What follows belongs to an exercise in optimizing a design on an open flow for small area and a short achievable clock period; a production flow would make more cautious choices.
Function not checked in this run: the RTL went through the layout flow alone.
Power is estimated from default activity; no workload was simulated.

==> flow/flow/run.sh <==
#!/bin/bash
# Standard ORFS layout (the standard.sh) with these changes to how it is made:
#  - synthesis skips the generic "abc -fast" pass inside yosys synth (SYNTH_ARGS=-noabc), so the
#    full adders written in the RTL reach extract_fa as written; the registers (names, count
#    and cell types) are the same as the standard synthesis gives;
#  - port buffers are buf_2 cells instead of the resizer's default pick (a delay cell);
#  - repair_timing aims for more setup slack than the 10 ns clock needs, so the layout is
#    pushed towards the shortest period it can reach. Constraints and period are unchanged.
set -euo pipefail
bash standard.sh \
  SYNTH_ARGS=-noabc \
  'BUFFER_PORTS_ARGS=-buffer_cell sky130_fd_sc_hd__buf_2' \
  SETUP_SLACK_MARGIN=7 \
  finish > orfs_make.log 2>&1
==> flow/constraint.sdc <==
create_clock -name core_clock -period 10.0 [get_ports {clk}]
set_input_delay 2.0000 -clock core_clock [delete_from_list [all_inputs] [get_ports {clk}]]
set_output_delay 2.0000 -clock core_clock [all_outputs]
set_load 0.01 [all_outputs]
==> flow/config.mk <==
export PLATFORM = sky130hd
export DESIGN_NAME = out_layer_top
export DESIGN_NICKNAME = out_layer_top
export VERILOG_FILES = /design/flow/design.v
export SDC_FILE = /design/flow/constraint.sdc
export NUM_CORES = 4
export LEC_CHECK = 0
export CAP_MARGIN = 20
export CORE_MARGIN = 2
export CORE_UTILIZATION = 75
export CTS_CLUSTER_DIAMETER = 80
export CTS_CLUSTER_SIZE = 30
export PLACE_DENSITY = 0.85
export SLEW_MARGIN = 20
export TNS_END_PERCENT = 0
==> flow/standard.sh <==
#!/bin/bash
# synth_recipe.tcl (not shown) runs the flow's synth.tcl, then flattens the netlist and writes it again
# the make line also repeats each setting of config.mk as NAME=value (left out here)
make -C /OpenROAD-flow-scripts/flow DESIGN_CONFIG=/design/flow/config.mk WORK_HOME=/design/flow/orfs CLKGATE_MAP_FILE= SYNTH_SCRIPT=/design/flow/synth_recipe.tcl "${@:-finish}"
==> flow/design.v <==
package out_layer_pkg;
	localparam int FIX_WIDTH = 16;                         
	localparam int INT_BITS  = 5;                          
	localparam int FRAC_BITS = FIX_WIDTH - INT_BITS - 1;   
	localparam int DIFF_WIDTH = FIX_WIDTH + 1;   
	localparam int PROD_WIDTH = 2 * FIX_WIDTH;   
	typedef logic signed [FIX_WIDTH-1:0] fix_t;
	typedef logic signed [DIFF_WIDTH-1:0] diff_t;
	typedef logic signed [PROD_WIDTH-1:0] prod_t;
	localparam fix_t FIX_ONE = fix_t'(2 ** FRAC_BITS);
	localparam fix_t FIX_MAX = {1'b0, {(FIX_WIDTH-1){1'b1}}};   
	localparam fix_t FIX_MIN = {1'b1, {(FIX_WIDTH-1){1'b0}}};   
	localparam int NEURONS      = 16;  
	localparam int LANES        = 4;   
	localparam int LAYERS       = 3;   
	localparam int EXTRA_CLOCKS = 2;   
	localparam int CPC = NEURONS / LANES + EXTRA_CLOCKS;
	localparam int DEPTH = NEURONS / LANES;
	localparam int ANS_DELAY = CPC * (LAYERS - 1);
	localparam int COST_FN = 0;
	localparam int CYC_W  = (CPC > 1) ? $clog2(CPC) : 1;
	localparam int ADDR_W = (DEPTH > 1) ? $clog2(DEPTH) : 1;
	typedef logic [CYC_W-1:0]  cycle_idx_t;   
	typedef logic [ADDR_W-1:0] dmem_addr_t;   
	typedef fix_t [LANES-1:0] fix_lanes_t;
	typedef logic [LANES-1:0] ans_lanes_t;
	typedef struct packed {
		fix_lanes_t act;    
		fix_lanes_t adot;   
	} fwd_sample_t;
	typedef struct packed {
		logic       we;     
		logic       bank;   
		dmem_addr_t addr;
		fix_lanes_t data;
	} dmem_wr_t;
	typedef struct packed {
		logic       bank;
		dmem_addr_t addr;
	} dmem_rd_t;
	localparam int LANES_W = LANES * FIX_WIDTH;           
	localparam int FWD_W   = 2 * LANES_W;                 
	localparam int WR_W    = 2 + ADDR_W + LANES_W;        
	localparam int RD_W    = 1 + ADDR_W;                  
endpackage
`timescale 1ns/1ps
module ans_delay_line (
	input  logic                            clk,
	input  logic                            ok_i,    
	input  logic [out_layer_pkg::LANES-1:0] ans_i,
	output logic [out_layer_pkg::LANES-1:0] ans_o
);
	out_layer_pkg::ans_lanes_t stage_q [out_layer_pkg::ANS_DELAY];
	always_ff @(posedge clk) begin
		stage_q[0] <= ans_i;
		for (int i = 1; i < out_layer_pkg::ANS_DELAY - 1; i++) begin
			stage_q[i] <= stage_q[i-1];
		end
		stage_q[out_layer_pkg::ANS_DELAY-1] <= ok_i ? stage_q[out_layer_pkg::ANS_DELAY-2] : '0;
	end
	assign ans_o = stage_q[out_layer_pkg::ANS_DELAY-1];
endmodule
`timescale 1ns/1ps
module cost_unit (
	input  logic        clk,
	input  logic [15:0] act_i,    
	input  logic [15:0] adot_i,   
	input  logic        y_i,      
	output logic [15:0] del_o     
);
	logic [16:0] diff;
	logic [15:0] d_n;
	logic [16:0] a_ext;
	logic [7:0]  one_n, two_n, neg_n;
	assign diff = {act_i[15], act_i} - {6'd0, y_i, 10'd0};
	assign d_n  = (diff[16] != diff[15]) ? 16'h8000 : diff[15:0];
	assign a_ext = {adot_i, 1'b0};
	for (genvar i = 0; i < 8; i++) begin : g_enc
		logic b2, b1, b0;
		assign b2 = a_ext[2*i+2];
		assign b1 = a_ext[2*i+1];
		assign b0 = a_ext[2*i];
		assign one_n[i] = b1 ^ b0;
		assign two_n[i] = (b2 & ~b1 & ~b0) | (~b2 & b1 & b0);
		assign neg_n[i] = b2 & ~(b1 & b0);
	end
	logic [15:0] d_q;
	logic [7:0]  one_q, two_q, neg_q;
	logic        sgn1_q;   
	always_ff @(posedge clk) begin
		d_q   <= d_n;
		sgn1_q <= d_n[15] ^ adot_i[15];
		one_q <= one_n;
		two_q <= two_n;
		neg_q <= neg_n;
	end
	logic fc10, fc100, fc102, fc104, fc106, fc108, fc110, fc112, fc114, fc116, fc118, fc120, fc122, fc124, fc126, fc128, fc130, fc132, fc134, fc136, fc14, fc142, fc144, fc148, fc150, fc152, fc154, fc156, fc158, fc16, fc160, fc162, fc164, fc166, fc168, fc170, fc172, fc174, fc176, fc178, fc18, fc180, fc182, fc186, fc188, fc190, fc192, fc194, fc196, fc198, fc2, fc20, fc200, fc202, fc204, fc206, fc208, fc210, fc212, fc214, fc216, fc218, fc220, fc24, fc28, fc30, fc34, fc38, fc40, fc44, fc46, fc50, fc52, fc56, fc58, fc6, fc62, fc64, fc70, fc72, fc74, fc78, fc8, fc80, fc82, fc84, fc86, fc90, fc92, fc94, fc96, fc98, fs1, fs101, fs103, fs105, fs107, fs109, fs111, fs113, fs115, fs117, fs119, fs121, fs123, fs125, fs127, fs129, fs13, fs131, fs133, fs135, fs141, fs143, fs147, fs149, fs15, fs151, fs153, fs155, fs157, fs159, fs161, fs163, fs165, fs167, fs169, fs17, fs171, fs173, fs175, fs177, fs179, fs181, fs185, fs187, fs189, fs19, fs191, fs193, fs195, fs197, fs199, fs201, fs203, fs205, fs207, fs209, fs211, fs213, fs215, fs217, fs219, fs23, fs27, fs29, fs33, fs37, fs39, fs43, fs45, fs49, fs5, fs51, fs55, fs57, fs61, fs63, fs69, fs7, fs71, fs73, fs77, fs79, fs81, fs83, fs85, fs89, fs9, fs91, fs93, fs95, fs97, fs99, hc12, hc140, hc146, hc184, hc22, hc26, hc32, hc36, hc4, hc42, hc48, hc54, hc60, hc66, hc76, hc88, hs11, hs139, hs145, hs183, hs21, hs25, hs3, hs31, hs35, hs41, hs47, hs53, hs59, hs65, hs75, hs87, oc138, oc68, os137, os67, pp0_0, pp0_1, pp0_10, pp0_11, pp0_12, pp0_13, pp0_14, pp0_15, pp0_16, pp0_2, pp0_3, pp0_4, pp0_5, pp0_6, pp0_7, pp0_8, pp0_9, pp1_0, pp1_1, pp1_10, pp1_11, pp1_12, pp1_13, pp1_14, pp1_15, pp1_16, pp1_2, pp1_3, pp1_4, pp1_5, pp1_6, pp1_7, pp1_8, pp1_9, pp2_0, pp2_1, pp2_10, pp2_11, pp2_12, pp2_13, pp2_14, pp2_15, pp2_16, pp2_2, pp2_3, pp2_4, pp2_5, pp2_6, pp2_7, pp2_8, pp2_9, pp3_0, pp3_1, pp3_10, pp3_11, pp3_12, pp3_13, pp3_14, pp3_15, pp3_16, pp3_2, pp3_3, pp3_4, pp3_5, pp3_6, pp3_7, pp3_8, pp3_9, pp4_0, pp4_1, pp4_10, pp4_11, pp4_12, pp4_13, pp4_14, pp4_15, pp4_16, pp4_2, pp4_3, pp4_4, pp4_5, pp4_6, pp4_7, pp4_8, pp4_9, pp5_0, pp5_1, pp5_10, pp5_11, pp5_12, pp5_13, pp5_14, pp5_15, pp5_16, pp5_2, pp5_3, pp5_4, pp5_5, pp5_6, pp5_7, pp5_8, pp5_9, pp6_0, pp6_1, pp6_10, pp6_11, pp6_12, pp6_13, pp6_14, pp6_15, pp6_16, pp6_2, pp6_3, pp6_4, pp6_5, pp6_6, pp6_7, pp6_8, pp6_9, pp7_0, pp7_1, pp7_10, pp7_11, pp7_12, pp7_13, pp7_14, pp7_15, pp7_16, pp7_2, pp7_3, pp7_4, pp7_5, pp7_6, pp7_7, pp7_8, pp7_9;
	assign pp0_0 = ((one_q[0] & d_q[0]) | (two_q[0] & 1'b0)) ^ neg_q[0];
	assign pp0_1 = ((one_q[0] & d_q[1]) | (two_q[0] & d_q[0])) ^ neg_q[0];
	assign pp0_2 = ((one_q[0] & d_q[2]) | (two_q[0] & d_q[1])) ^ neg_q[0];
	assign pp0_3 = ((one_q[0] & d_q[3]) | (two_q[0] & d_q[2])) ^ neg_q[0];
	assign pp0_4 = ((one_q[0] & d_q[4]) | (two_q[0] & d_q[3])) ^ neg_q[0];
	assign pp0_5 = ((one_q[0] & d_q[5]) | (two_q[0] & d_q[4])) ^ neg_q[0];
	assign pp0_6 = ((one_q[0] & d_q[6]) | (two_q[0] & d_q[5])) ^ neg_q[0];
	assign pp0_7 = ((one_q[0] & d_q[7]) | (two_q[0] & d_q[6])) ^ neg_q[0];
	assign pp0_8 = ((one_q[0] & d_q[8]) | (two_q[0] & d_q[7])) ^ neg_q[0];
	assign pp0_9 = ((one_q[0] & d_q[9]) | (two_q[0] & d_q[8])) ^ neg_q[0];
	assign pp0_10 = ((one_q[0] & d_q[10]) | (two_q[0] & d_q[9])) ^ neg_q[0];
	assign pp0_11 = ((one_q[0] & d_q[11]) | (two_q[0] & d_q[10])) ^ neg_q[0];
	assign pp0_12 = ((one_q[0] & d_q[12]) | (two_q[0] & d_q[11])) ^ neg_q[0];
	assign pp0_13 = ((one_q[0] & d_q[13]) | (two_q[0] & d_q[12])) ^ neg_q[0];
	assign pp0_14 = ((one_q[0] & d_q[14]) | (two_q[0] & d_q[13])) ^ neg_q[0];
	assign pp0_15 = ((one_q[0] & d_q[15]) | (two_q[0] & d_q[14])) ^ neg_q[0];
	assign pp0_16 = ((one_q[0] & d_q[15]) | (two_q[0] & d_q[15])) ^ neg_q[0];
	assign pp1_0 = ((one_q[1] & d_q[0]) | (two_q[1] & 1'b0)) ^ neg_q[1];
	assign pp1_1 = ((one_q[1] & d_q[1]) | (two_q[1] & d_q[0])) ^ neg_q[1];
	assign pp1_2 = ((one_q[1] & d_q[2]) | (two_q[1] & d_q[1])) ^ neg_q[1];
	assign pp1_3 = ((one_q[1] & d_q[3]) | (two_q[1] & d_q[2])) ^ neg_q[1];
	assign pp1_4 = ((one_q[1] & d_q[4]) | (two_q[1] & d_q[3])) ^ neg_q[1];
	assign pp1_5 = ((one_q[1] & d_q[5]) | (two_q[1] & d_q[4])) ^ neg_q[1];
	assign pp1_6 = ((one_q[1] & d_q[6]) | (two_q[1] & d_q[5])) ^ neg_q[1];
	assign pp1_7 = ((one_q[1] & d_q[7]) | (two_q[1] & d_q[6])) ^ neg_q[1];
	assign pp1_8 = ((one_q[1] & d_q[8]) | (two_q[1] & d_q[7])) ^ neg_q[1];
	assign pp1_9 = ((one_q[1] & d_q[9]) | (two_q[1] & d_q[8])) ^ neg_q[1];
	assign pp1_10 = ((one_q[1] & d_q[10]) | (two_q[1] & d_q[9])) ^ neg_q[1];
	assign pp1_11 = ((one_q[1] & d_q[11]) | (two_q[1] & d_q[10])) ^ neg_q[1];
	assign pp1_12 = ((one_q[1] & d_q[12]) | (two_q[1] & d_q[11])) ^ neg_q[1];
	assign pp1_13 = ((one_q[1] & d_q[13]) | (two_q[1] & d_q[12])) ^ neg_q[1];
	assign pp1_14 = ((one_q[1] & d_q[14]) | (two_q[1] & d_q[13])) ^ neg_q[1];
	assign pp1_15 = ((one_q[1] & d_q[15]) | (two_q[1] & d_q[14])) ^ neg_q[1];
	assign pp1_16 = ((one_q[1] & d_q[15]) | (two_q[1] & d_q[15])) ^ neg_q[1];
	assign pp2_0 = ((one_q[2] & d_q[0]) | (two_q[2] & 1'b0)) ^ neg_q[2];
	assign pp2_1 = ((one_q[2] & d_q[1]) | (two_q[2] & d_q[0])) ^ neg_q[2];
	assign pp2_2 = ((one_q[2] & d_q[2]) | (two_q[2] & d_q[1])) ^ neg_q[2];
	assign pp2_3 = ((one_q[2] & d_q[3]) | (two_q[2] & d_q[2])) ^ neg_q[2];
	assign pp2_4 = ((one_q[2] & d_q[4]) | (two_q[2] & d_q[3])) ^ neg_q[2];
	assign pp2_5 = ((one_q[2] & d_q[5]) | (two_q[2] & d_q[4])) ^ neg_q[2];
	assign pp2_6 = ((one_q[2] & d_q[6]) | (two_q[2] & d_q[5])) ^ neg_q[2];
	assign pp2_7 = ((one_q[2] & d_q[7]) | (two_q[2] & d_q[6])) ^ neg_q[2];
	assign pp2_8 = ((one_q[2] & d_q[8]) | (two_q[2] & d_q[7])) ^ neg_q[2];
	assign pp2_9 = ((one_q[2] & d_q[9]) | (two_q[2] & d_q[8])) ^ neg_q[2];
	assign pp2_10 = ((one_q[2] & d_q[10]) | (two_q[2] & d_q[9])) ^ neg_q[2];
	assign pp2_11 = ((one_q[2] & d_q[11]) | (two_q[2] & d_q[10])) ^ neg_q[2];
	assign pp2_12 = ((one_q[2] & d_q[12]) | (two_q[2] & d_q[11])) ^ neg_q[2];
	assign pp2_13 = ((one_q[2] & d_q[13]) | (two_q[2] & d_q[12])) ^ neg_q[2];
	assign pp2_14 = ((one_q[2] & d_q[14]) | (two_q[2] & d_q[13])) ^ neg_q[2];
	assign pp2_15 = ((one_q[2] & d_q[15]) | (two_q[2] & d_q[14])) ^ neg_q[2];
	assign pp2_16 = ((one_q[2] & d_q[15]) | (two_q[2] & d_q[15])) ^ neg_q[2];
	assign pp3_0 = ((one_q[3] & d_q[0]) | (two_q[3] & 1'b0)) ^ neg_q[3];
	assign pp3_1 = ((one_q[3] & d_q[1]) | (two_q[3] & d_q[0])) ^ neg_q[3];
	assign pp3_2 = ((one_q[3] & d_q[2]) | (two_q[3] & d_q[1])) ^ neg_q[3];
	assign pp3_3 = ((one_q[3] & d_q[3]) | (two_q[3] & d_q[2])) ^ neg_q[3];
	assign pp3_4 = ((one_q[3] & d_q[4]) | (two_q[3] & d_q[3])) ^ neg_q[3];
	assign pp3_5 = ((one_q[3] & d_q[5]) | (two_q[3] & d_q[4])) ^ neg_q[3];
	assign pp3_6 = ((one_q[3] & d_q[6]) | (two_q[3] & d_q[5])) ^ neg_q[3];
	assign pp3_7 = ((one_q[3] & d_q[7]) | (two_q[3] & d_q[6])) ^ neg_q[3];
	assign pp3_8 = ((one_q[3] & d_q[8]) | (two_q[3] & d_q[7])) ^ neg_q[3];
	assign pp3_9 = ((one_q[3] & d_q[9]) | (two_q[3] & d_q[8])) ^ neg_q[3];
	assign pp3_10 = ((one_q[3] & d_q[10]) | (two_q[3] & d_q[9])) ^ neg_q[3];
	assign pp3_11 = ((one_q[3] & d_q[11]) | (two_q[3] & d_q[10])) ^ neg_q[3];
	assign pp3_12 = ((one_q[3] & d_q[12]) | (two_q[3] & d_q[11])) ^ neg_q[3];
	assign pp3_13 = ((one_q[3] & d_q[13]) | (two_q[3] & d_q[12])) ^ neg_q[3];
	assign pp3_14 = ((one_q[3] & d_q[14]) | (two_q[3] & d_q[13])) ^ neg_q[3];
	assign pp3_15 = ((one_q[3] & d_q[15]) | (two_q[3] & d_q[14])) ^ neg_q[3];
	assign pp3_16 = ((one_q[3] & d_q[15]) | (two_q[3] & d_q[15])) ^ neg_q[3];
	assign pp4_0 = ((one_q[4] & d_q[0]) | (two_q[4] & 1'b0)) ^ neg_q[4];
	assign pp4_1 = ((one_q[4] & d_q[1]) | (two_q[4] & d_q[0])) ^ neg_q[4];
	assign pp4_2 = ((one_q[4] & d_q[2]) | (two_q[4] & d_q[1])) ^ neg_q[4];
	assign pp4_3 = ((one_q[4] & d_q[3]) | (two_q[4] & d_q[2])) ^ neg_q[4];
	assign pp4_4 = ((one_q[4] & d_q[4]) | (two_q[4] & d_q[3])) ^ neg_q[4];
	assign pp4_5 = ((one_q[4] & d_q[5]) | (two_q[4] & d_q[4])) ^ neg_q[4];
	assign pp4_6 = ((one_q[4] & d_q[6]) | (two_q[4] & d_q[5])) ^ neg_q[4];
	assign pp4_7 = ((one_q[4] & d_q[7]) | (two_q[4] & d_q[6])) ^ neg_q[4];
	assign pp4_8 = ((one_q[4] & d_q[8]) | (two_q[4] & d_q[7])) ^ neg_q[4];
	assign pp4_9 = ((one_q[4] & d_q[9]) | (two_q[4] & d_q[8])) ^ neg_q[4];
	assign pp4_10 = ((one_q[4] & d_q[10]) | (two_q[4] & d_q[9])) ^ neg_q[4];
	assign pp4_11 = ((one_q[4] & d_q[11]) | (two_q[4] & d_q[10])) ^ neg_q[4];
	assign pp4_12 = ((one_q[4] & d_q[12]) | (two_q[4] & d_q[11])) ^ neg_q[4];
	assign pp4_13 = ((one_q[4] & d_q[13]) | (two_q[4] & d_q[12])) ^ neg_q[4];
	assign pp4_14 = ((one_q[4] & d_q[14]) | (two_q[4] & d_q[13])) ^ neg_q[4];
	assign pp4_15 = ((one_q[4] & d_q[15]) | (two_q[4] & d_q[14])) ^ neg_q[4];
	assign pp4_16 = ((one_q[4] & d_q[15]) | (two_q[4] & d_q[15])) ^ neg_q[4];
	assign pp5_0 = ((one_q[5] & d_q[0]) | (two_q[5] & 1'b0)) ^ neg_q[5];
	assign pp5_1 = ((one_q[5] & d_q[1]) | (two_q[5] & d_q[0])) ^ neg_q[5];
	assign pp5_2 = ((one_q[5] & d_q[2]) | (two_q[5] & d_q[1])) ^ neg_q[5];
	assign pp5_3 = ((one_q[5] & d_q[3]) | (two_q[5] & d_q[2])) ^ neg_q[5];
	assign pp5_4 = ((one_q[5] & d_q[4]) | (two_q[5] & d_q[3])) ^ neg_q[5];
	assign pp5_5 = ((one_q[5] & d_q[5]) | (two_q[5] & d_q[4])) ^ neg_q[5];
	assign pp5_6 = ((one_q[5] & d_q[6]) | (two_q[5] & d_q[5])) ^ neg_q[5];
	assign pp5_7 = ((one_q[5] & d_q[7]) | (two_q[5] & d_q[6])) ^ neg_q[5];
	assign pp5_8 = ((one_q[5] & d_q[8]) | (two_q[5] & d_q[7])) ^ neg_q[5];
	assign pp5_9 = ((one_q[5] & d_q[9]) | (two_q[5] & d_q[8])) ^ neg_q[5];
	assign pp5_10 = ((one_q[5] & d_q[10]) | (two_q[5] & d_q[9])) ^ neg_q[5];
	assign pp5_11 = ((one_q[5] & d_q[11]) | (two_q[5] & d_q[10])) ^ neg_q[5];
	assign pp5_12 = ((one_q[5] & d_q[12]) | (two_q[5] & d_q[11])) ^ neg_q[5];
	assign pp5_13 = ((one_q[5] & d_q[13]) | (two_q[5] & d_q[12])) ^ neg_q[5];
	assign pp5_14 = ((one_q[5] & d_q[14]) | (two_q[5] & d_q[13])) ^ neg_q[5];
	assign pp5_15 = ((one_q[5] & d_q[15]) | (two_q[5] & d_q[14])) ^ neg_q[5];
	assign pp5_16 = ((one_q[5] & d_q[15]) | (two_q[5] & d_q[15])) ^ neg_q[5];
	assign pp6_0 = ((one_q[6] & d_q[0]) | (two_q[6] & 1'b0)) ^ neg_q[6];
	assign pp6_1 = ((one_q[6] & d_q[1]) | (two_q[6] & d_q[0])) ^ neg_q[6];
	assign pp6_2 = ((one_q[6] & d_q[2]) | (two_q[6] & d_q[1])) ^ neg_q[6];
	assign pp6_3 = ((one_q[6] & d_q[3]) | (two_q[6] & d_q[2])) ^ neg_q[6];
	assign pp6_4 = ((one_q[6] & d_q[4]) | (two_q[6] & d_q[3])) ^ neg_q[6];
	assign pp6_5 = ((one_q[6] & d_q[5]) | (two_q[6] & d_q[4])) ^ neg_q[6];
	assign pp6_6 = ((one_q[6] & d_q[6]) | (two_q[6] & d_q[5])) ^ neg_q[6];
	assign pp6_7 = ((one_q[6] & d_q[7]) | (two_q[6] & d_q[6])) ^ neg_q[6];
	assign pp6_8 = ((one_q[6] & d_q[8]) | (two_q[6] & d_q[7])) ^ neg_q[6];
	assign pp6_9 = ((one_q[6] & d_q[9]) | (two_q[6] & d_q[8])) ^ neg_q[6];
	assign pp6_10 = ((one_q[6] & d_q[10]) | (two_q[6] & d_q[9])) ^ neg_q[6];
	assign pp6_11 = ((one_q[6] & d_q[11]) | (two_q[6] & d_q[10])) ^ neg_q[6];
	assign pp6_12 = ((one_q[6] & d_q[12]) | (two_q[6] & d_q[11])) ^ neg_q[6];
	assign pp6_13 = ((one_q[6] & d_q[13]) | (two_q[6] & d_q[12])) ^ neg_q[6];
	assign pp6_14 = ((one_q[6] & d_q[14]) | (two_q[6] & d_q[13])) ^ neg_q[6];
	assign pp6_15 = ((one_q[6] & d_q[15]) | (two_q[6] & d_q[14])) ^ neg_q[6];
	assign pp6_16 = ((one_q[6] & d_q[15]) | (two_q[6] & d_q[15])) ^ neg_q[6];
	assign pp7_0 = ((one_q[7] & d_q[0]) | (two_q[7] & 1'b0)) ^ neg_q[7];
	assign pp7_1 = ((one_q[7] & d_q[1]) | (two_q[7] & d_q[0])) ^ neg_q[7];
	assign pp7_2 = ((one_q[7] & d_q[2]) | (two_q[7] & d_q[1])) ^ neg_q[7];
	assign pp7_3 = ((one_q[7] & d_q[3]) | (two_q[7] & d_q[2])) ^ neg_q[7];
	assign pp7_4 = ((one_q[7] & d_q[4]) | (two_q[7] & d_q[3])) ^ neg_q[7];
	assign pp7_5 = ((one_q[7] & d_q[5]) | (two_q[7] & d_q[4])) ^ neg_q[7];
	assign pp7_6 = ((one_q[7] & d_q[6]) | (two_q[7] & d_q[5])) ^ neg_q[7];
	assign pp7_7 = ((one_q[7] & d_q[7]) | (two_q[7] & d_q[6])) ^ neg_q[7];
	assign pp7_8 = ((one_q[7] & d_q[8]) | (two_q[7] & d_q[7])) ^ neg_q[7];
	assign pp7_9 = ((one_q[7] & d_q[9]) | (two_q[7] & d_q[8])) ^ neg_q[7];
	assign pp7_10 = ((one_q[7] & d_q[10]) | (two_q[7] & d_q[9])) ^ neg_q[7];
	assign pp7_11 = ((one_q[7] & d_q[11]) | (two_q[7] & d_q[10])) ^ neg_q[7];
	assign pp7_12 = ((one_q[7] & d_q[12]) | (two_q[7] & d_q[11])) ^ neg_q[7];
	assign pp7_13 = ((one_q[7] & d_q[13]) | (two_q[7] & d_q[12])) ^ neg_q[7];
	assign pp7_14 = ((one_q[7] & d_q[14]) | (two_q[7] & d_q[13])) ^ neg_q[7];
	assign pp7_15 = ((one_q[7] & d_q[15]) | (two_q[7] & d_q[14])) ^ neg_q[7];
	assign pp7_16 = ((one_q[7] & d_q[15]) | (two_q[7] & d_q[15])) ^ neg_q[7];
	assign fs1 = pp0_2 ^ pp1_0 ^ neg_q[1];
	assign fc2 = (pp0_2 & pp1_0) | (pp0_2 & neg_q[1]) | (pp1_0 & neg_q[1]);
	assign hs3 = pp0_3 ^ pp1_1;
	assign hc4 = pp0_3 & pp1_1;
	assign fs5 = pp0_4 ^ pp1_2 ^ pp2_0;
	assign fc6 = (pp0_4 & pp1_2) | (pp0_4 & pp2_0) | (pp1_2 & pp2_0);
	assign fs7 = pp0_5 ^ pp1_3 ^ pp2_1;
	assign fc8 = (pp0_5 & pp1_3) | (pp0_5 & pp2_1) | (pp1_3 & pp2_1);
	assign fs9 = pp0_6 ^ pp1_4 ^ pp2_2;
	assign fc10 = (pp0_6 & pp1_4) | (pp0_6 & pp2_2) | (pp1_4 & pp2_2);
	assign hs11 = pp3_0 ^ neg_q[3];
	assign hc12 = pp3_0 & neg_q[3];
	assign fs13 = pp0_7 ^ pp1_5 ^ pp2_3;
	assign fc14 = (pp0_7 & pp1_5) | (pp0_7 & pp2_3) | (pp1_5 & pp2_3);
	assign fs15 = pp0_8 ^ pp1_6 ^ pp2_4;
	assign fc16 = (pp0_8 & pp1_6) | (pp0_8 & pp2_4) | (pp1_6 & pp2_4);
	assign fs17 = pp3_2 ^ pp4_0 ^ neg_q[4];
	assign fc18 = (pp3_2 & pp4_0) | (pp3_2 & neg_q[4]) | (pp4_0 & neg_q[4]);
	assign fs19 = pp0_9 ^ pp1_7 ^ pp2_5;
	assign fc20 = (pp0_9 & pp1_7) | (pp0_9 & pp2_5) | (pp1_7 & pp2_5);
	assign hs21 = pp3_3 ^ pp4_1;
	assign hc22 = pp3_3 & pp4_1;
	assign fs23 = pp0_10 ^ pp1_8 ^ pp2_6;
	assign fc24 = (pp0_10 & pp1_8) | (pp0_10 & pp2_6) | (pp1_8 & pp2_6);
	assign hs25 = pp3_4 ^ pp4_2;
	assign hc26 = pp3_4 & pp4_2;
	assign fs27 = pp0_11 ^ pp1_9 ^ pp2_7;
	assign fc28 = (pp0_11 & pp1_9) | (pp0_11 & pp2_7) | (pp1_9 & pp2_7);
	assign fs29 = pp0_12 ^ pp1_10 ^ pp2_8;
	assign fc30 = (pp0_12 & pp1_10) | (pp0_12 & pp2_8) | (pp1_10 & pp2_8);
	assign hs31 = pp3_6 ^ pp4_4;
	assign hc32 = pp3_6 & pp4_4;
	assign fs33 = pp0_13 ^ pp1_11 ^ pp2_9;
	assign fc34 = (pp0_13 & pp1_11) | (pp0_13 & pp2_9) | (pp1_11 & pp2_9);
	assign hs35 = pp3_7 ^ pp4_5;
	assign hc36 = pp3_7 & pp4_5;
	assign fs37 = pp0_14 ^ pp1_12 ^ pp2_10;
	assign fc38 = (pp0_14 & pp1_12) | (pp0_14 & pp2_10) | (pp1_12 & pp2_10);
	assign fs39 = pp3_8 ^ pp4_6 ^ pp5_4;
	assign fc40 = (pp3_8 & pp4_6) | (pp3_8 & pp5_4) | (pp4_6 & pp5_4);
	assign hs41 = pp6_2 ^ pp7_0;
	assign hc42 = pp6_2 & pp7_0;
	assign fs43 = pp0_15 ^ pp1_13 ^ pp2_11;
	assign fc44 = (pp0_15 & pp1_13) | (pp0_15 & pp2_11) | (pp1_13 & pp2_11);
	assign fs45 = pp3_9 ^ pp4_7 ^ pp5_5;
	assign fc46 = (pp3_9 & pp4_7) | (pp3_9 & pp5_5) | (pp4_7 & pp5_5);
	assign hs47 = pp6_3 ^ pp7_1;
	assign hc48 = pp6_3 & pp7_1;
	assign fs49 = pp0_16 ^ pp1_14 ^ pp2_12;
	assign fc50 = (pp0_16 & pp1_14) | (pp0_16 & pp2_12) | (pp1_14 & pp2_12);
	assign fs51 = pp3_10 ^ pp4_8 ^ pp5_6;
	assign fc52 = (pp3_10 & pp4_8) | (pp3_10 & pp5_6) | (pp4_8 & pp5_6);
	assign hs53 = pp6_4 ^ pp7_2;
	assign hc54 = pp6_4 & pp7_2;
	assign fs55 = pp0_16 ^ pp1_15 ^ pp2_13;
	assign fc56 = (pp0_16 & pp1_15) | (pp0_16 & pp2_13) | (pp1_15 & pp2_13);
	assign fs57 = pp3_11 ^ pp4_9 ^ pp5_7;
	assign fc58 = (pp3_11 & pp4_9) | (pp3_11 & pp5_7) | (pp4_9 & pp5_7);
	assign hs59 = pp6_5 ^ pp7_3;
	assign hc60 = pp6_5 & pp7_3;
	assign fs61 = ~pp0_16 ^ ~pp1_16 ^ pp2_14;
	assign fc62 = (~pp0_16 & ~pp1_16) | (~pp0_16 & pp2_14) | (~pp1_16 & pp2_14);
	assign fs63 = pp3_12 ^ pp4_10 ^ pp5_8;
	assign fc64 = (pp3_12 & pp4_10) | (pp3_12 & pp5_8) | (pp4_10 & pp5_8);
	assign hs65 = pp6_6 ^ pp7_4;
	assign hc66 = pp6_6 & pp7_4;
	assign os67 = ~(pp2_15 ^ pp3_13);
	assign oc68 = pp2_15 | pp3_13;
	assign fs69 = pp4_11 ^ pp5_9 ^ pp6_7;
	assign fc70 = (pp4_11 & pp5_9) | (pp4_11 & pp6_7) | (pp5_9 & pp6_7);
	assign fs71 = ~pp2_16 ^ pp3_14 ^ pp4_12;
	assign fc72 = (~pp2_16 & pp3_14) | (~pp2_16 & pp4_12) | (pp3_14 & pp4_12);
	assign fs73 = fs5 ^ neg_q[2] ^ hc4;
	assign fc74 = (fs5 & neg_q[2]) | (fs5 & hc4) | (neg_q[2] & hc4);
	assign hs75 = fs7 ^ fc6;
	assign hc76 = fs7 & fc6;
	assign fs77 = fs9 ^ hs11 ^ fc8;
	assign fc78 = (fs9 & hs11) | (fs9 & fc8) | (hs11 & fc8);
	assign fs79 = fs13 ^ pp3_1 ^ fc10;
	assign fc80 = (fs13 & pp3_1) | (fs13 & fc10) | (pp3_1 & fc10);
	assign fs81 = fs15 ^ fs17 ^ fc14;
	assign fc82 = (fs15 & fs17) | (fs15 & fc14) | (fs17 & fc14);
	assign fs83 = fs19 ^ hs21 ^ fc16;
	assign fc84 = (fs19 & hs21) | (fs19 & fc16) | (hs21 & fc16);
	assign fs85 = fs23 ^ hs25 ^ pp5_0;
	assign fc86 = (fs23 & hs25) | (fs23 & pp5_0) | (hs25 & pp5_0);
	assign hs87 = neg_q[5] ^ fc20;
	assign hc88 = neg_q[5] & fc20;
	assign fs89 = fs27 ^ pp3_5 ^ pp4_3;
	assign fc90 = (fs27 & pp3_5) | (fs27 & pp4_3) | (pp3_5 & pp4_3);
	assign fs91 = pp5_1 ^ fc24 ^ hc26;
	assign fc92 = (pp5_1 & fc24) | (pp5_1 & hc26) | (fc24 & hc26);
	assign fs93 = fs29 ^ hs31 ^ pp5_2;
	assign fc94 = (fs29 & hs31) | (fs29 & pp5_2) | (hs31 & pp5_2);
	assign fs95 = pp6_0 ^ neg_q[6] ^ fc28;
	assign fc96 = (pp6_0 & neg_q[6]) | (pp6_0 & fc28) | (neg_q[6] & fc28);
	assign fs97 = fs33 ^ hs35 ^ pp5_3;
	assign fc98 = (fs33 & hs35) | (fs33 & pp5_3) | (hs35 & pp5_3);
	assign fs99 = pp6_1 ^ fc30 ^ hc32;
	assign fc100 = (pp6_1 & fc30) | (pp6_1 & hc32) | (fc30 & hc32);
	assign fs101 = fs37 ^ fs39 ^ hs41;
	assign fc102 = (fs37 & fs39) | (fs37 & hs41) | (fs39 & hs41);
	assign fs103 = neg_q[7] ^ fc34 ^ hc36;
	assign fc104 = (neg_q[7] & fc34) | (neg_q[7] & hc36) | (fc34 & hc36);
	assign fs105 = fs43 ^ fs45 ^ hs47;
	assign fc106 = (fs43 & fs45) | (fs43 & hs47) | (fs45 & hs47);
	assign fs107 = fc38 ^ fc40 ^ hc42;
	assign fc108 = (fc38 & fc40) | (fc38 & hc42) | (fc40 & hc42);
	assign fs109 = fs49 ^ fs51 ^ hs53;
	assign fc110 = (fs49 & fs51) | (fs49 & hs53) | (fs51 & hs53);
	assign fs111 = fc44 ^ fc46 ^ hc48;
	assign fc112 = (fc44 & fc46) | (fc44 & hc48) | (fc46 & hc48);
	assign fs113 = fs55 ^ fs57 ^ hs59;
	assign fc114 = (fs55 & fs57) | (fs55 & hs59) | (fs57 & hs59);
	assign fs115 = fc50 ^ fc52 ^ hc54;
	assign fc116 = (fc50 & fc52) | (fc50 & hc54) | (fc52 & hc54);
	assign fs117 = fs61 ^ fs63 ^ hs65;
	assign fc118 = (fs61 & fs63) | (fs61 & hs65) | (fs63 & hs65);
	assign fs119 = fc56 ^ fc58 ^ hc60;
	assign fc120 = (fc56 & fc58) | (fc56 & hc60) | (fc58 & hc60);
	assign fs121 = os67 ^ fs69 ^ pp7_5;
	assign fc122 = (os67 & fs69) | (os67 & pp7_5) | (fs69 & pp7_5);
	assign fs123 = fc62 ^ fc64 ^ hc66;
	assign fc124 = (fc62 & fc64) | (fc62 & hc66) | (fc64 & hc66);
	assign fs125 = fs71 ^ pp5_10 ^ pp6_8;
	assign fc126 = (fs71 & pp5_10) | (fs71 & pp6_8) | (pp5_10 & pp6_8);
	assign fs127 = pp7_6 ^ oc68 ^ fc70;
	assign fc128 = (pp7_6 & oc68) | (pp7_6 & fc70) | (oc68 & fc70);
	assign fs129 = ~pp3_15 ^ pp4_13 ^ pp5_11;
	assign fc130 = (~pp3_15 & pp4_13) | (~pp3_15 & pp5_11) | (pp4_13 & pp5_11);
	assign fs131 = pp6_9 ^ pp7_7 ^ fc72;
	assign fc132 = (pp6_9 & pp7_7) | (pp6_9 & fc72) | (pp7_7 & fc72);
	assign fs133 = ~pp3_16 ^ pp4_14 ^ pp5_12;
	assign fc134 = (~pp3_16 & pp4_14) | (~pp3_16 & pp5_12) | (pp4_14 & pp5_12);
	assign fs135 = pp6_10 ^ pp7_8 ^ pp3_15;
	assign fc136 = (pp6_10 & pp7_8) | (pp6_10 & pp3_15) | (pp7_8 & pp3_15);
	assign os137 = ~(pp4_15 ^ pp5_13);
	assign oc138 = pp4_15 | pp5_13;
	assign hs139 = pp6_11 ^ pp7_9;
	assign hc140 = pp6_11 & pp7_9;
	assign fs141 = ~pp4_16 ^ pp5_14 ^ pp6_12;
	assign fc142 = (~pp4_16 & pp5_14) | (~pp4_16 & pp6_12) | (pp5_14 & pp6_12);
	assign fs143 = fs79 ^ hc12 ^ fc78;
	assign fc144 = (fs79 & hc12) | (fs79 & fc78) | (hc12 & fc78);
	assign hs145 = fs81 ^ fc80;
	assign hc146 = fs81 & fc80;
	assign fs147 = fs83 ^ fc18 ^ fc82;
	assign fc148 = (fs83 & fc18) | (fs83 & fc82) | (fc18 & fc82);
	assign fs149 = fs85 ^ hs87 ^ hc22;
	assign fc150 = (fs85 & hs87) | (fs85 & hc22) | (hs87 & hc22);
	assign fs151 = fs89 ^ fs91 ^ fc86;
	assign fc152 = (fs89 & fs91) | (fs89 & fc86) | (fs91 & fc86);
	assign fs153 = fs93 ^ fs95 ^ fc90;
	assign fc154 = (fs93 & fs95) | (fs93 & fc90) | (fs95 & fc90);
	assign fs155 = fs97 ^ fs99 ^ fc94;
	assign fc156 = (fs97 & fs99) | (fs97 & fc94) | (fs99 & fc94);
	assign fs157 = fs101 ^ fs103 ^ fc98;
	assign fc158 = (fs101 & fs103) | (fs101 & fc98) | (fs103 & fc98);
	assign fs159 = fs105 ^ fs107 ^ fc102;
	assign fc160 = (fs105 & fs107) | (fs105 & fc102) | (fs107 & fc102);
	assign fs161 = fs109 ^ fs111 ^ fc106;
	assign fc162 = (fs109 & fs111) | (fs109 & fc106) | (fs111 & fc106);
	assign fs163 = fs113 ^ fs115 ^ fc110;
	assign fc164 = (fs113 & fs115) | (fs113 & fc110) | (fs115 & fc110);
	assign fs165 = fs117 ^ fs119 ^ fc114;
	assign fc166 = (fs117 & fs119) | (fs117 & fc114) | (fs119 & fc114);
	assign fs167 = fs121 ^ fs123 ^ fc118;
	assign fc168 = (fs121 & fs123) | (fs121 & fc118) | (fs123 & fc118);
	assign fs169 = fs125 ^ fs127 ^ fc122;
	assign fc170 = (fs125 & fs127) | (fs125 & fc122) | (fs127 & fc122);
	assign fs171 = fs129 ^ fs131 ^ fc126;
	assign fc172 = (fs129 & fs131) | (fs129 & fc126) | (fs131 & fc126);
	assign fs173 = fs133 ^ fs135 ^ fc130;
	assign fc174 = (fs133 & fs135) | (fs133 & fc130) | (fs135 & fc130);
	assign fs175 = os137 ^ hs139 ^ fc134;
	assign fc176 = (os137 & hs139) | (os137 & fc134) | (hs139 & fc134);
	assign fs177 = fs141 ^ pp7_10 ^ oc138;
	assign fc178 = (fs141 & pp7_10) | (fs141 & oc138) | (pp7_10 & oc138);
	assign fs179 = ~pp5_15 ^ pp6_13 ^ pp7_11;
	assign fc180 = (~pp5_15 & pp6_13) | (~pp5_15 & pp7_11) | (pp6_13 & pp7_11);
	assign fs181 = ~pp5_16 ^ pp6_14 ^ pp7_12;
	assign fc182 = (~pp5_16 & pp6_14) | (~pp5_16 & pp7_12) | (pp6_14 & pp7_12);
	assign hs183 = fs149 ^ fc84;
	assign hc184 = fs149 & fc84;
	assign fs185 = fs151 ^ hc88 ^ fc150;
	assign fc186 = (fs151 & hc88) | (fs151 & fc150) | (hc88 & fc150);
	assign fs187 = fs153 ^ fc92 ^ fc152;
	assign fc188 = (fs153 & fc92) | (fs153 & fc152) | (fc92 & fc152);
	assign fs189 = fs155 ^ fc96 ^ fc154;
	assign fc190 = (fs155 & fc96) | (fs155 & fc154) | (fc96 & fc154);
	assign fs191 = fs157 ^ fc100 ^ fc156;
	assign fc192 = (fs157 & fc100) | (fs157 & fc156) | (fc100 & fc156);
	assign fs193 = fs159 ^ fc104 ^ fc158;
	assign fc194 = (fs159 & fc104) | (fs159 & fc158) | (fc104 & fc158);
	assign fs195 = fs161 ^ fc108 ^ fc160;
	assign fc196 = (fs161 & fc108) | (fs161 & fc160) | (fc108 & fc160);
	assign fs197 = fs163 ^ fc112 ^ fc162;
	assign fc198 = (fs163 & fc112) | (fs163 & fc162) | (fc112 & fc162);
	assign fs199 = fs165 ^ fc116 ^ fc164;
	assign fc200 = (fs165 & fc116) | (fs165 & fc164) | (fc116 & fc164);
	assign fs201 = fs167 ^ fc120 ^ fc166;
	assign fc202 = (fs167 & fc120) | (fs167 & fc166) | (fc120 & fc166);
	assign fs203 = fs169 ^ fc124 ^ fc168;
	assign fc204 = (fs169 & fc124) | (fs169 & fc168) | (fc124 & fc168);
	assign fs205 = fs171 ^ fc128 ^ fc170;
	assign fc206 = (fs171 & fc128) | (fs171 & fc170) | (fc128 & fc170);
	assign fs207 = fs173 ^ fc132 ^ fc172;
	assign fc208 = (fs173 & fc132) | (fs173 & fc172) | (fc132 & fc172);
	assign fs209 = fs175 ^ fc136 ^ fc174;
	assign fc210 = (fs175 & fc136) | (fs175 & fc174) | (fc136 & fc174);
	assign fs211 = fs177 ^ hc140 ^ fc176;
	assign fc212 = (fs177 & hc140) | (fs177 & fc176) | (hc140 & fc176);
	assign fs213 = fs179 ^ fc142 ^ fc178;
	assign fc214 = (fs179 & fc142) | (fs179 & fc178) | (fc142 & fc178);
	assign fs215 = fs181 ^ pp5_15 ^ fc180;
	assign fc216 = (fs181 & pp5_15) | (fs181 & fc180) | (pp5_15 & fc180);
	assign fs217 = ~pp6_15 ^ pp7_13 ^ fc182;
	assign fc218 = (~pp6_15 & pp7_13) | (~pp6_15 & fc182) | (pp7_13 & fc182);
	assign fs219 = ~pp6_16 ^ pp7_14 ^ pp6_15;
	assign fc220 = (~pp6_16 & pp7_14) | (~pp6_16 & pp6_15) | (pp7_14 & pp6_15);
	logic [31:0] row_a, row_b;
	assign row_a = {1'b1, ~pp7_16, ~pp7_15, fs219, fs217, fs215, fs213, fs211, fs209, fs207, fs205, fs203, fs201, fs199, fs197, fs195, fs193, fs191, fs189, fs187, fs185, hs183, fs147, hs145, fs143, fs77, hs75, fs73, hs3, fs1, pp0_1, pp0_0};
	assign row_b = {1'b0, pp7_15, fc220, fc218, fc216, fc214, fc212, fc210, fc208, fc206, fc204, fc202, fc200, fc198, fc196, fc194, fc192, fc190, fc188, fc186, hc184, fc148, hc146, fc144, 1'b0, hc76, fc74, 1'b0, fc2, 1'b0, 1'b0, neg_q[0]};
	logic [10:0] lo_sum;
	assign lo_sum = {1'b0, row_a[9:0]} + {1'b0, row_b[9:0]};
	logic [14:0] hi_a_q, hi_b_q;
	logic        cin_q;
	always_ff @(posedge clk) begin
		hi_a_q <= row_a[24:10];
		hi_b_q <= row_b[24:10];
		cin_q  <= lo_sum[10];
	end
	logic [6:0] tt_p, tt_g, tt_k;
	assign tt_p = row_a[31:25] ^ row_b[31:25];
	assign tt_g = row_a[31:25] & row_b[31:25];
	assign tt_k = row_a[31:25] | row_b[31:25];
	logic tt_z, tt_m1, tt_m2;
	assign tt_z  = ~tt_p[0] & (tt_p[6:1] == tt_k[5:0]);
	assign tt_m1 = &tt_p;
	assign tt_m2 = ~tt_p[0] & (tt_p[6:1] == ~tt_g[5:0]);
	logic x25_q, e0_q, e1_q, sgn2_q;
	always_ff @(posedge clk) begin
		x25_q  <= row_a[25] ^ row_b[25];
		e0_q   <= tt_z | tt_m1;
		e1_q   <= tt_m1 | tt_m2;
		sgn2_q <= sgn1_q;
	end
	logic [14:0] g, p;
	assign g = hi_a_q & hi_b_q;
	assign p = hi_a_q ^ hi_b_q;
	logic [15:0] c;
	logic sg0_1, sp0_1;
	assign sg0_1 = g[1] | (p[1] & g[0]);
	assign sp0_1 = p[1] & p[0];
	logic sg0_3, sp0_3;
	assign sg0_3 = g[3] | (p[3] & g[2]);
	assign sp0_3 = p[3] & p[2];
	logic sg0_5, sp0_5;
	assign sg0_5 = g[5] | (p[5] & g[4]);
	assign sp0_5 = p[5] & p[4];
	logic sg0_7, sp0_7;
	assign sg0_7 = g[7] | (p[7] & g[6]);
	assign sp0_7 = p[7] & p[6];
	logic sg0_9, sp0_9;
	assign sg0_9 = g[9] | (p[9] & g[8]);
	assign sp0_9 = p[9] & p[8];
	logic sg0_11, sp0_11;
	assign sg0_11 = g[11] | (p[11] & g[10]);
	assign sp0_11 = p[11] & p[10];
	logic sg0_13, sp0_13;
	assign sg0_13 = g[13] | (p[13] & g[12]);
	assign sp0_13 = p[13] & p[12];
	logic sg1_2, sp1_2;
	assign sg1_2 = g[2] | (p[2] & sg0_1);
	assign sp1_2 = p[2] & sp0_1;
	logic sg1_3, sp1_3;
	assign sg1_3 = sg0_3 | (sp0_3 & sg0_1);
	assign sp1_3 = sp0_3 & sp0_1;
	logic sg1_6, sp1_6;
	assign sg1_6 = g[6] | (p[6] & sg0_5);
	assign sp1_6 = p[6] & sp0_5;
	logic sg1_7, sp1_7;
	assign sg1_7 = sg0_7 | (sp0_7 & sg0_5);
	assign sp1_7 = sp0_7 & sp0_5;
	logic sg1_10, sp1_10;
	assign sg1_10 = g[10] | (p[10] & sg0_9);
	assign sp1_10 = p[10] & sp0_9;
	logic sg1_11, sp1_11;
	assign sg1_11 = sg0_11 | (sp0_11 & sg0_9);
	assign sp1_11 = sp0_11 & sp0_9;
	logic sg1_14, sp1_14;
	assign sg1_14 = g[14] | (p[14] & sg0_13);
	assign sp1_14 = p[14] & sp0_13;
	logic sg2_4, sp2_4;
	assign sg2_4 = g[4] | (p[4] & sg1_3);
	assign sp2_4 = p[4] & sp1_3;
	logic sg2_5, sp2_5;
	assign sg2_5 = sg0_5 | (sp0_5 & sg1_3);
	assign sp2_5 = sp0_5 & sp1_3;
	logic sg2_6, sp2_6;
	assign sg2_6 = sg1_6 | (sp1_6 & sg1_3);
	assign sp2_6 = sp1_6 & sp1_3;
	logic sg2_7, sp2_7;
	assign sg2_7 = sg1_7 | (sp1_7 & sg1_3);
	assign sp2_7 = sp1_7 & sp1_3;
	logic sg2_12, sp2_12;
	assign sg2_12 = g[12] | (p[12] & sg1_11);
	assign sp2_12 = p[12] & sp1_11;
	logic sg2_13, sp2_13;
	assign sg2_13 = sg0_13 | (sp0_13 & sg1_11);
	assign sp2_13 = sp0_13 & sp1_11;
	logic sg2_14, sp2_14;
	assign sg2_14 = sg1_14 | (sp1_14 & sg1_11);
	assign sp2_14 = sp1_14 & sp1_11;
	logic sg3_8, sp3_8;
	assign sg3_8 = g[8] | (p[8] & sg2_7);
	assign sp3_8 = p[8] & sp2_7;
	logic sg3_9, sp3_9;
	assign sg3_9 = sg0_9 | (sp0_9 & sg2_7);
	assign sp3_9 = sp0_9 & sp2_7;
	logic sg3_10, sp3_10;
	assign sg3_10 = sg1_10 | (sp1_10 & sg2_7);
	assign sp3_10 = sp1_10 & sp2_7;
	logic sg3_11, sp3_11;
	assign sg3_11 = sg1_11 | (sp1_11 & sg2_7);
	assign sp3_11 = sp1_11 & sp2_7;
	logic sg3_12, sp3_12;
	assign sg3_12 = sg2_12 | (sp2_12 & sg2_7);
	assign sp3_12 = sp2_12 & sp2_7;
	logic sg3_13, sp3_13;
	assign sg3_13 = sg2_13 | (sp2_13 & sg2_7);
	assign sp3_13 = sp2_13 & sp2_7;
	logic sg3_14, sp3_14;
	assign sg3_14 = sg2_14 | (sp2_14 & sg2_7);
	assign sp3_14 = sp2_14 & sp2_7;
	assign c[0] = cin_q;
	assign c[1] = g[0] | (p[0] & cin_q);
	assign c[2] = sg0_1 | (sp0_1 & cin_q);
	assign c[3] = sg1_2 | (sp1_2 & cin_q);
	assign c[4] = sg1_3 | (sp1_3 & cin_q);
	assign c[5] = sg2_4 | (sp2_4 & cin_q);
	assign c[6] = sg2_5 | (sp2_5 & cin_q);
	assign c[7] = sg2_6 | (sp2_6 & cin_q);
	assign c[8] = sg2_7 | (sp2_7 & cin_q);
	assign c[9] = sg3_8 | (sp3_8 & cin_q);
	assign c[10] = sg3_9 | (sp3_9 & cin_q);
	assign c[11] = sg3_10 | (sp3_10 & cin_q);
	assign c[12] = sg3_11 | (sp3_11 & cin_q);
	assign c[13] = sg3_12 | (sp3_12 & cin_q);
	assign c[14] = sg3_13 | (sp3_13 & cin_q);
	assign c[15] = sg3_14 | (sp3_14 & cin_q);
	logic ovf;
	assign ovf = c[15] ? ~e1_q : ~e0_q;
	logic [15:0] q;
	assign q = {x25_q ^ c[15], p[14:0] ^ c[14:0]};
	always_ff @(posedge clk) begin
		del_o <= ovf ? {sgn2_q, {15{~sgn2_q}}} : q;
	end
endmodule
`timescale 1ns/1ps
module delta_bank_ctrl (
	input  logic                      clk,
	input  logic                      rst_n_i,
	input  out_layer_pkg::cycle_idx_t cycle_index_i,
	output logic                      blk_ok_o,   
	output logic                      ans_ok_o    
);
	logic blk1_q;   
	logic blk2_q;   
	logic last;     
	assign last = (cycle_index_i == out_layer_pkg::cycle_idx_t'(out_layer_pkg::CPC - 1));
	always_ff @(posedge clk) begin
		if (!rst_n_i) begin
			blk1_q <= 1'b0;
			blk2_q <= 1'b0;
		end else begin
			blk1_q <= blk1_q | last;
			blk2_q <= blk2_q | (blk1_q & last);
		end
	end
	assign blk_ok_o = blk1_q;
	assign ans_ok_o = rst_n_i & (blk2_q | (blk1_q & last));
endmodule
`timescale 1ns/1ps
module delta_mem_bank (
	input  logic                              clk,
	input  logic                              ok_i,    
	input  logic [out_layer_pkg::LANES_W-1:0] del_i,   
	output logic [out_layer_pkg::LANES_W-1:0] del_o    
);
	out_layer_pkg::fix_lanes_t stage_q [3];
	out_layer_pkg::fix_lanes_t out_q;
	always_ff @(posedge clk) begin
		stage_q[0] <= del_i;
		stage_q[1] <= stage_q[0];
		stage_q[2] <= stage_q[1];
		out_q      <= ok_i ? stage_q[2] : '0;
	end
	assign del_o = out_q;
endmodule
`timescale 1ns/1ps
module out_layer_top (
	input  logic                                  clk,
	input  logic                                  rst_n_i,
	input  logic [out_layer_pkg::CYC_W-1:0]       cycle_index_i,   
	input  logic                                  cycle_clk_i,     
	input  logic [2*out_layer_pkg::LANES*out_layer_pkg::FIX_WIDTH-1:0] fwd_i,  
	input  logic [out_layer_pkg::LANES-1:0]       ans_i,           
	output logic [out_layer_pkg::LANES*out_layer_pkg::FIX_WIDTH-1:0] del_o,  
	output logic [out_layer_pkg::LANES-1:0]       ans_o            
);
	localparam int FW = out_layer_pkg::FIX_WIDTH;
	localparam int LW = out_layer_pkg::LANES_W;
	logic                              blk_ok;     
	logic                              ans_ok;     
	logic [out_layer_pkg::LANES-1:0]   ans_dly;    
	logic [LW-1:0]                     del_calc;   
	delta_bank_ctrl i_delta_bank_ctrl (
		.clk           (clk),
		.rst_n_i       (rst_n_i),
		.cycle_index_i (cycle_index_i),
		.blk_ok_o      (blk_ok),
		.ans_ok_o      (ans_ok)
	);
	ans_delay_line i_ans_delay_line (
		.clk     (clk),
		.ok_i    (ans_ok),
		.ans_i   (ans_i),
		.ans_o   (ans_dly)
	);
	assign ans_o = ans_dly;
	for (genvar l = 0; l < out_layer_pkg::LANES; l++) begin : g_lane
		cost_unit i_cost_unit (
			.clk    (clk),
			.act_i  (fwd_i[LW + l*FW +: FW]),
			.adot_i (fwd_i[l*FW +: FW]),
			.y_i    (ans_dly[l]),
			.del_o  (del_calc[l*FW +: FW])
		);
	end
	delta_mem_bank i_delta_mem_bank (
		.clk     (clk),
		.ok_i    (blk_ok),
		.del_i   (del_calc),
		.del_o   (del_o)
	);
endmodule
==> results_dict.tcl <==
set metrics [dict create \
    status "finished clean" \
    ios 206 \
    rsz0062_at_grt "yes" \
    period_share_pct 32.5 \
    cts_tree "built" \
    setup_viol 0 \
    clock_sinks 674 \
    grt_pass1_vias 28200 \
    setup-tns-final_ns 0 \
    crit_path_end_kind "register" \
    synth_ff_type "dfxtp_1" \
    clockBufferDepth 3 \
    grt.met1_usage_pct 39.2 \
    synthArstFlopShare_pct 0 \
    postSynthCellCount 3550 \
    total_power_mw 11.5 \
    numPortBuffers 204 \
    drt-initial-drc-count 2312 \
    placed_cells 4134 \
    synth_edf_count 0 \
    fillers 3070 \
    fmax_mhz 308 \
    slew_headroom_pct 58.5 \
    crit_slowest_cell "fa_1" \
    rr_worst_depth 14 \
    crit_required_ns 10.57 \
    drcViolationCount 0 \
    drive_gt1_share_pct 15.0 \
    grt_usage_pct 31.5 \
    dp_hpwl_mm 58.8 \
    mappedNetlistArea_um2 39000 \
    ctsHoldBuffers 0 \
    core_area_um2 51400 \
    reg2reg_to "g_lane[2].i_cost_unit.e0_q" \
    yosysWarnings 6 \
    initial_core_util_pct 76.0 \
    ys_seq_elements 674 \
    dr.pass1.iters 7 \
    vias_per_cell 6.22 \
    area_delta_synth_final_pct 6.95 \
    cpMostUsedCell "fa_1" \
    final_cells 4244 \
    std_cell_rows 83 \
    drv_slew 0 \
    layout_commonest_cell "dfxtp_1" \
    crit_path_start_kind "register" \
    grt_max_degree 66 \
    dr_total_vias 26400 \
    hold_path.class "register to register" \
    cts_buffers 31 \
    crit_end "g_lane[2].i_cost_unit.e0_q" \
    dieHeight_um 232 \
    cp_max_fo 16 \
    synth.avg_cell_area_um2 11.0 \
    grt_use_met2_pct 54.3 \
    critical_path_class "register to register" \
    powerDensity_nw_per_um2 276 \
    layout.nets 4316 \
    layout_common_cells "dfxtp_1, xnor2_1, a22oi_1, fa_1, ha_1" \
    root_buffer "clkbuf_16" \
    finClkSkew_ns 0.0271 \
    final_hold_viol_count 0 \
    max-cap-violations 0 \
    cp_slowest_stage_delay_ns 0.46 \
    clk_latency_ns 0.63 \
    p_leak_nw 17.6 \
    htreeDepth 1 \
    drt-total-wl_mm 83.9 \
    gr-total-overflow 0 \
    startpoint "g_lane[2].i_cost_unit.one_q[5]" \
    die_x_um 232 \
    arrival_ns 3.82 \
    vdd_drop_max_v 0.000214 \
    antenna_found_initial 0 \
    use_met3_pct 4.17 \
    grt-busiest-layer "met2" \
    die-area_um2 53900 \
    grt_pass1_wl_mm 138 \
    crit_chain "buf_4 -> a22oi_1 -> xor2_1 -> fa_1 -> fa_1 -> inv_1 -> fa_2 -> inv_2 -> ha_4 -> nor2_1 -> o21ai_1 -> a221o_1 -> nor4_2 -> o22a_1" \
    antenna_cells 0 \
    rrSetupSlack_ns 6.75 \
    ys_types 71 \
    ant_nets 0 \
    post-route-min-period_ns 3.25 \
    wl_per_cell_um 19.8 \
    r2r_start "g_lane[2].i_cost_unit.one_q[5]" \
    clk_pin_slew_ns 0.10 \
    syn-num-nets 4316 \
    ys_seq_area_share_pct 34.6 \
    place.gp.congestion 0.917 \
    worst_pin_slew_ns 0.622 \
]
## stage by stage
step / cell area, um2 / utilization (%) / hold slack [ns] / setup WS [ns]
floorplan: 39200 / - / 0.310 / 6.72
global placement: 39800 / 77.5 / 0.310 / 6.19
detailed placement: 39800 / 77.5 / 0.312 / 6.10
CTS: 41800 / 81.2 / 0.326 / 6.81
global route: 41800 / 81.2 / 0.325 / 6.55
finish: 41800 / 81.2 / 0.320 / 6.75
## worst max-delay path: cells and delay by family, from the launching register on
family / cells / cell delay (ns)
AO/OA/AOI/OAI: 4 / 0.76
XOR/XNOR: 1 / 0.12
adder cells (fa/ha/maj): 4 / 1.33
buffers and inverters: 3 / 0.38
flip-flops: 1 / 0.36
AND/OR/NAND/NOR: 2 / 0.23
## final cells by class
| class | count | area, um2 | area share (%) |
|---|---|---|---|
| clock inverters | 14 | 204 | 0.488 |
| clock buffers | 33 | 783 | 1.88 |
| repair buffers | 274 | 1580 | 3.78 |
| flip-flops and latches | 674 | 13800 | 33.1 |
| well taps | 680 | 851 | 2.04 |
| multi-input cells | 2399 | 23900 | 57.2 |
| inverters | 170 | 638 | 1.53 |
## how the worst min path moves through the flow
stage	start	endpoint	cells after the start
after floorplan	g_lane[0].i_cost_unit.sgn1_q	g_lane[0].i_cost_unit.sgn2_q	0
after global placement	i_delta_mem_bank.stage_q[0][51]	i_delta_mem_bank.stage_q[1][51]	0
after detailed placement	g_lane[1].i_cost_unit.sgn1_q	g_lane[1].i_cost_unit.sgn2_q	0
after CTS	i_ans_delay_line.stage_q[2][3]	i_ans_delay_line.stage_q[3][3]	0
after global routing	i_ans_delay_line.stage_q[2][3]	i_ans_delay_line.stage_q[3][3]	0
final	i_ans_delay_line.stage_q[2][3]	i_ans_delay_line.stage_q[3][3]	0
## sequential cells by signal, summed over array words and instances, names as in the netlist
register                   count
g_lane.i_cost_unit.cin_q       4
g_lane.i_cost_unit.del_o      64
i_ans_delay_line.stage_q      48
g_lane.i_cost_unit.one_q      32
g_lane.i_cost_unit.e0_q        4
g_lane.i_cost_unit.neg_q      32
i_delta_bank_ctrl.blk1_q       1
g_lane.i_cost_unit.x25_q       4
i_delta_mem_bank.out_q        64
i_delta_mem_bank.stage_q     192
g_lane.i_cost_unit.hi_a_q     60
g_lane.i_cost_unit.two_q      32
i_delta_bank_ctrl.blk2_q       1
g_lane.i_cost_unit.e1_q        4
g_lane.i_cost_unit.sgn1_q      4
g_lane.i_cost_unit.d_q        64
g_lane.i_cost_unit.hi_b_q     60
g_lane.i_cost_unit.sgn2_q      4
## synth_stat cells, types with 3 or more instances
| cell type | number | area share [%] |
|---|---|---|
| a211o_1 | 5 | 0.11 |
| a21o_1 | 36 | 0.69 |
| a21oi_1 | 44 | 0.56 |
| a22oi_1 | 480 | 9.2 |
| a31o_2 | 6 | 0.13 |
| a41o_1 | 4 | 0.10 |
| and2_1 | 114 | 1.8 |
| and3_1 | 4 | 0.064 |
| buf_1 | 24 | 0.23 |
| buf_2 | 4 | 0.051 |
| buf_4 | 4 | 0.077 |
| clkbuf_1 | 274 | 2.6 |
| dfxtp_1 | 674 | 35 |
| fa_1 | 372 | 19 |
| ha_1 | 256 | 8.2 |
| inv_1 | 170 | 1.6 |
| mux2i_1 | 17 | 0.44 |
| nand2_1 | 71 | 0.68 |
| nand2b_1 | 40 | 0.64 |
| nand3_1 | 7 | 0.090 |
| nand3b_1 | 21 | 0.40 |
| nand4_1 | 11 | 0.18 |
| nor2_1 | 69 | 0.66 |
| nor2b_1 | 35 | 0.56 |
| nor3_1 | 8 | 0.10 |
| nor3b_1 | 5 | 0.096 |
| nor4_1 | 5 | 0.080 |
| o21a_1 | 11 | 0.21 |
| o21ai_0 | 87 | 1.1 |
| o21ai_1 | 14 | 0.18 |
| o21bai_1 | 6 | 0.12 |
| o22ai_1 | 3 | 0.048 |
| o31ai_1 | 3 | 0.058 |
| xnor2_1 | 487 | 11 |
| xor2_1 | 131 | 2.9 |
## timing repair
| item | CTS | global route |
|---|---|---|
| endpoints found under the setup margin | 231 | 246 |
| pin swaps | 11 | 3 |
| endpoints found under the hold margin | 0 | 0 |
| gates resized for setup | 248 | 2 |
| buffers inserted | 63 | 0 |
## where the power goes
group / total [mW] / internal [mW] / switching (mW)
registers: 4.07 / 3.63 / 0.443
logic: 5.99 / 2.80 / 3.18
clock network: 1.48 / 0.606 / 0.873
## kinds of logic (layout without fill, tap and decap cells)
group | after synthesis | after routing | synth area share (%)
compound gates | 735 | 735 | 13.5
xor+xnor | 618 | 618 | 13.9
fa+ha+maj | 628 | 628 | 27.3
buf+inv | 477 | 491 | 4.66
flops | 674 | 674 | 34.6
mux | 20 | 20 | 0.558
simple gates | 398 | 398 | 5.55
## per-layer routing
metal  routed length (um)  vias up
li1                     -    11800
met1                32200    13000
met2                41900     1270
met3                 6040      304
met4                 3780        0
met5                    0        -

## afterwards: timing with drivers on the ports
Ports are ideal in the flow. The routed layout listed here was re-timed in OpenROAD. Step 1, drivers: a clkbuf_16 drives clk and a buf_2 each remaining input, both assumed. Step 2 moves the port delays by t, midway between the first and last clock arrival at a register: inputs arrive t later, outputs are due t later. That takes back most of the time a late clock gives input paths. Slacks: no drivers / after step 1 / after step 2; pairs: no drivers / after step 1.
t (ns): 0.678
slack for setup (ns): 6.755 / 6.755 / 6.410
worst hold slack (ns): 0.320 / 0.320 / 0.320
After both steps setup and hold are still met in this run. The setup slack of this run moves by 0.000 ns with the drivers and by -0.345 ns with both steps.
